What follows belongs to an exercise in optimizing a design on an open flow for small area, a short achievable clock period and few clock cycles per item; a production flow would make more cautious choices. RTL that was checked went through simulation tests only; none was proved equivalent to the original.

==> inputs of v9 <==
// rgb_to_hsl_convert
module rgb_to_hsl_convert (
    input  logic        i_clk,
    input  logic        i_rst_n,
    input  logic        i_valid,
    output logic        o_stall,
    input  logic [7:0]  i_red,
    input  logic [7:0]  i_green,
    input  logic [7:0]  i_blue,
    input  logic [7:0]  i_alpha,
    output logic        o_valid,
    input  logic        i_stall,
    output logic [12:0] o_hue,
    output logic [7:0]  o_saturation,
    output logic [7:0]  o_luminance,
    output logic [7:0]  o_alpha_out
);
clock: 8.0 ns
lec_check: 0
abc_area: 1
cap_margin: 20
core_margin: 2
core_utilization: 40
cts_cluster_diameter: 70
cts_cluster_size: 28
setup_slack_margin: 4.2
slew_margin: 20
run.sh (not shown) runs the stock make flow with config.mk's settings and CLKGATE_MAP_FILE= SYNTH_SCRIPT=/design/flow/synth_recipe.tcl, a recipe that flattens the netlist after the stock synthesis.
==> v38: changes against v9 <==
--- a/flow/config.mk
+++ b/flow/config.mk
@@ -11,4 +11,2 @@
 export CORE_UTILIZATION = 40
-export CTS_CLUSTER_DIAMETER = 70
-export CTS_CLUSTER_SIZE = 28
 export SETUP_SLACK_MARGIN = 4.2
==> impl_metrics.toml <==
[run_status]
run_status = "no timing/DRC/antenna violations"

[critical_path]
cp_slowest_stage_delay_ns = 0.24
setup.worst_path.end = "o_stall"
critical_path.startpoint = "i_stall"
setup.worst_path.end_class = "output port"

[routing]
wire_per_inst_um = 14.8
met2_wl_um = 24000
detailedRoute.firstPassIterationCount = 6
wirelength_um = 45600

[cells_and_area]
mostFrequentLayoutCells = "340 x edfxtp_1, 333 x nand2_1, 288 x inv_1"
final_layout_size_suffix_gt1_frac = 0.163

[clock_network]
clock_latency_ns = 0.60
cts.clk_slew.worst_paths_ns = 0.08
ctsResizeCount = 85

[timing]
transition_time_of_the_tightest_slew_check_pin_ns = 0.907
-- figures above: v9

==> impl_metrics.toml <==
[routing]
wire_per_inst_um = 14.8
detailedRoute.firstPassIterationCount = 8
detail-route-antenna-nets = 0
met2_wl_um = 24200

[critical_path]
setup.worst_path.end_class = "register"
critical_path.startpoint = "den__r2[0]"

[timing]
transition_time_of_the_tightest_slew_check_pin_ns = 0.881

[cells_and_area]
final-nonclk-buf-share = 0.0620
mostFrequentLayoutCells = "340 x edfxtp_1, 330 x nand2_1, 287 x inv_1"

[clock_network]
clock_latency_ns = 0.55
ctsResizeCount = 84
cts.clk_slew.worst_paths_ns = 0.06

[run_status]
run_status = "no timing/DRC/antenna violations"

[floorplan]
die_width_um = 235
-- figures above: v38

No functional check of the RTL was part of any run of this note.


==> build 41 <==
Another version of the RTL of rgb_to_hsl_convert (not shown whole).
clock: 8.0 ns
lec_check: 0
abc_area: 1
cap_margin: 20
core_margin: 2
core_utilization: 55
place_density: 0.7
setup_slack_margin: 4.2
slew_margin: 20
==> trial 39 (differences from build 41) <==
--- a/flow/config.mk
+++ b/flow/config.mk
@@ -9,6 +9,5 @@
 export CAP_MARGIN = 20
 export CORE_MARGIN = 2
-export CORE_UTILIZATION = 55
-export PLACE_DENSITY = 0.7
+export CORE_UTILIZATION = 40
 export SETUP_SLACK_MARGIN = 4.2
 export SLEW_MARGIN = 20
==> trial 20 (differences from build 41) <==
--- a/flow/config.mk
+++ b/flow/config.mk
@@ -9,6 +9,5 @@
 export CAP_MARGIN = 20
 export CORE_MARGIN = 2
-export CORE_UTILIZATION = 55
-export PLACE_DENSITY = 0.7
-export SETUP_SLACK_MARGIN = 4.2
+export CORE_UTILIZATION = 40
+export SETUP_SLACK_MARGIN = 4.3
 export SLEW_MARGIN = 20
==> summary.txt <==
Flip-flop and latch count is the same in build 41 and trial 20.
The highest non-clock buffer count belongs to trial 20, the lowest to trial 39.
The highest final cell count belongs to trial 20, the lowest to build 41.
In build 41 the register-to-register slack is worse than in trial 39, by 0.06 ns.
Sequential share of layout area: trial 20 < trial 39 < build 41.
In synthesized area, trial 39 and build 41 do not differ.
The highest hold slack belongs to trial 20, the lowest to trial 39.
First-iteration DRC count: build 41 > trial 39 > trial 20.
==> figures <==
metric                                                           build 41            trial 20            trial 39
Status                                   no timing/DRC/antenna violations  no timing/DRC/antenna violations  no timing/DRC/antenna violations
Largest net degree at the start of global routing                      90                  89                  85
Placer Congestion                                                  0.9246              0.9065              0.8957
Largest incremental delay on the critical path                    0.41 ns             0.43 ns             0.43 ns
Worst Path Required                                               8.27 ns             8.29 ns             8.31 ns
Worst setup path start                               den__r2[1]$_DFFE_PN_  d__r2[2]$_DFFE_PN_  d__r2[1]$_DFFE_PN_
Flop2flop setup slack                                             4.20 ns             4.34 ns             4.26 ns
Iteration-0 DRC Markers                                              1026                 726                 729
Filler Cells Inserted                                                3000                4720                4851
Area used by multi-input combinational logic                    11300 um2           11870 um2           11350 um2
Fraction of standard cell area in multi-input logic                42.65%              42.55%              42.35%
Post-placement cell area                                        23290 um2           23530 um2           23510 um2
Post-layout nets                                                     2782                2822                2762
Worst clock skew                                               0.02213 ns          0.01556 ns          0.01783 ns
Count of multi-input combinational gates                             1574                1572                1574
Met2 Resource Use GR                                               43.18%              31.77%              30.86%
Met1 wire length                                                 19260 um            20760 um            20160 um
ClkCell Share                                                      4.074%              4.720%              4.642%
M3 GR Usage                                                        2.918%              2.090%              2.333%
Data arrival, critical path                                       4.07 ns             3.96 ns             4.04 ns
No run of this note included a check of the RTL's function; only the layout flow was run.


==> 12-16 <==
Another version of the RTL of rgb_to_hsl_convert (not shown whole).
export LEC_CHECK = 0
export ABC_AREA = 1
export CAP_MARGIN = 20
export CORE_MARGIN = 2
export CORE_UTILIZATION = 40
export SETUP_SLACK_MARGIN = 4.4
export SLEW_MARGIN = 20
create_clock -name core_clock -period 8.0 [get_ports {i_clk}]
==> 09-14: changes against 12-16 <==
--- a/flow/config.mk
+++ b/flow/config.mk
@@ -9,5 +9,5 @@
 export CAP_MARGIN = 20
 export CORE_MARGIN = 2
 export CORE_UTILIZATION = 40
-export SETUP_SLACK_MARGIN = 4.4
+export SETUP_SLACK_MARGIN = 4.2
 export SLEW_MARGIN = 20
==> comparison table <==
Outcome: 09-14 finished clean; 12-16 finished clean
Worst path slowest cell: 09-14 clkdlybuf4s15_1; 12-16 edfxtp_1
Share of cells above drive strength 1: 09-14 0.109; 12-16 0.161
Critical Path Start Type: 09-14 primary input; 12-16 register
Number of gates resized after cts: 09-14 80; 12-16 143
Detailed-route vias per instance: 09-14 5.09; 12-16 5.13
Proportion of cell area occupied by registers: 09-14 0.390; 12-16 0.375
Vias in the first global route: 09-14 16500; 12-16 16800
Maximum fanout along the worst path: 09-14 8; 12-16 7
Timing endpoint of the critical path: 09-14 o_stall; 12-16 hr__r3[4]
Non-clock buffer instance count of the final layout: 09-14 133; 12-16 194
Overall routed net length: 09-14 52400 microns; 12-16 54400 microns
Achievable frequency: 09-14 0.266 GHz; 12-16 0.279 GHz
Post-CTS setup buffer count: 09-14 16; 12-16 50
Tightest slew margin relative to the limit: 09-14 0.335; 12-16 0.405
Routed wire length on met3: 09-14 1850 microns; 12-16 1950 microns
Met1 capacity usage during global routing: 09-14 0.201; 12-16 0.202
Worst-case reg-to-reg path depth: 09-14 18; 12-16 19
Data buffer area share: 09-14 0.0470; 12-16 0.0631
Testbench counts of 12-16, summed over its fixed seeds: cycles 32,056, pixels 32,000.
Testbench counts of 09-14, summed over its fixed seeds: cycles 32,056, pixels 32,000.


==> inputs of build 26 <==
rgb_to_hsl_convert, a different RTL version from the one above (not shown whole).
// rgb_to_hsl_convert
module rgb_to_hsl_convert (
    input  logic        i_clk,
    input  logic        i_rst_n,
    input  logic        i_valid,
    output logic        o_stall,
    input  logic [7:0]  i_red,
    input  logic [7:0]  i_green,
    input  logic [7:0]  i_blue,
    input  logic [7:0]  i_alpha,
    output logic        o_valid,
    input  logic        i_stall,
    output logic [12:0] o_hue,
    output logic [7:0]  o_saturation,
    output logic [7:0]  o_luminance,
    output logic [7:0]  o_alpha_out
);
==> flow/config.mk <==
export PLATFORM = sky130hd
export DESIGN_NAME = rgb_to_hsl_convert
export DESIGN_NICKNAME = rgb_to_hsl_convert
export VERILOG_FILES = /design/flow/design.v
export SDC_FILE = /design/flow/constraint.sdc
export NUM_CORES = 4
export LEC_CHECK = 0
export ABC_AREA = 0
export CAP_MARGIN = 20
export CORE_MARGIN = 2
export CORE_UTILIZATION = 40
export SETUP_SLACK_MARGIN = 4.2
export SLEW_MARGIN = 20
==> flow/constraint.sdc <==
create_clock -name core_clock -period 8.0 [get_ports {i_clk}]
set_input_delay 1.6000 -clock core_clock [delete_from_list [all_inputs] [get_ports {i_clk}]]
set_output_delay 1.6000 -clock core_clock [all_outputs]
set_load 0.01 [all_outputs]
==> inputs of trial 96, as changes to build 26 <==
--- a/flow/config.mk
+++ b/flow/config.mk
@@ -6,8 +6,8 @@
 export NUM_CORES = 4
 export LEC_CHECK = 0
-export ABC_AREA = 0
+export ABC_AREA = 1
 export CAP_MARGIN = 20
 export CORE_MARGIN = 2
 export CORE_UTILIZATION = 40
-export SETUP_SLACK_MARGIN = 4.2
+export SETUP_SLACK_MARGIN = 4.3
 export SLEW_MARGIN = 20
==> qor summary <==
                                                                                   build 26                trial 96
Area fraction in and, or, nand and nor cells after synthesis                          9.25%                   18.8%
Met2 track demand over resource                                                       33.6%                   31.8%
Crit path kind                                                       flip-flop to flip-flop  input pin to flip-flop
Highest Clock Rate                                                                  233 MHz                 274 MHz
Part of the cycle the worst path needs                                                53.6%                   45.5%
Met3 Routed Length                                                                  1590 µm                 1940 µm
Total cell area at the placement stage                                            22400 µm²               22700 µm²
Share of final-layout standard cells stronger than drive strength 1                   30.0%                   14.8%
Status                                                     no timing/DRC/antenna violations  no timing/DRC/antenna violations
Reg-to-Reg End                                                          hr__r3[3]$_DFFE_PN_     sr__r2[3]$_DFFE_PN_
Number of buffers created by CTS                                                         36                      34
Met2 wirelength from detailed routing                                              26300 µm                24800 µm
Number of gates resized after cts                                                       202                      79
Setup bufs post-CTS                                                                     112                      36
Number of global-route vias before repair                                             15380                   16101
Area Overhead vs Synth                                                                32.4%                   20.0%
Violation count after the first detailed-route iteration                                712                     876
Testbench counts of build 26, summed over its fixed seeds: cycles 32,048, pixels 32,000.
Testbench counts of trial 96, summed over its fixed seeds: cycles 32,048, pixels 32,000.

[separate check: timing with driven ports]
No port has a modelled driver above. Below, the same layouts with a new extraction and two added sets of constraints.
Step 1: set_driving_cell puts a clkbuf_16 on i_clk and a buf_2 on each other input, an assumption about the parent block.
Step 2 also shifts input and output timing later by t, the mid clock arrival at the registers, as if the neighbouring blocks saw the same clock.
Three values: ideal ports, drivers, drivers and shift; two values: the first two.
run	t (ns)	slack for setup (ns)	hold WS [ns]	worst setup path after step 2
v9	0.631	4.246 / 4.194 / 3.732	0.412 / 0.412 / 0.412	input to register
v38	0.607	4.234 / 4.190 / 3.755	0.413 / 0.413 / 0.413	input to register
build 41	0.572	4.201 / 4.201 / 3.814	0.410 / 0.410 / 0.410	input to register
trial 39	0.608	4.265 / 4.265 / 3.730	0.406 / 0.406 / 0.406	input to register
trial 20	0.593	4.338 / 4.316 / 3.853	0.412 / 0.412 / 0.412	input to register
12-16	0.581	4.413 / 4.359 / 3.940	0.410 / 0.410 / 0.410	input to register
09-14	0.582	4.239 / 4.189 / 3.715	0.411 / 0.411 / 0.411	input to register
build 26	0.594	3.714 / 3.714 / 3.687	0.417 / 0.417 / 0.417	input to register
trial 96	0.579	4.357 / 4.330 / 3.791	0.399 / 0.399 / 0.399	input to register
After both steps every run listed still meets setup and hold. For trial 96, which loses most, drivers alone change the setup slack by -0.027 ns; drivers and shift together by -0.566 ns.
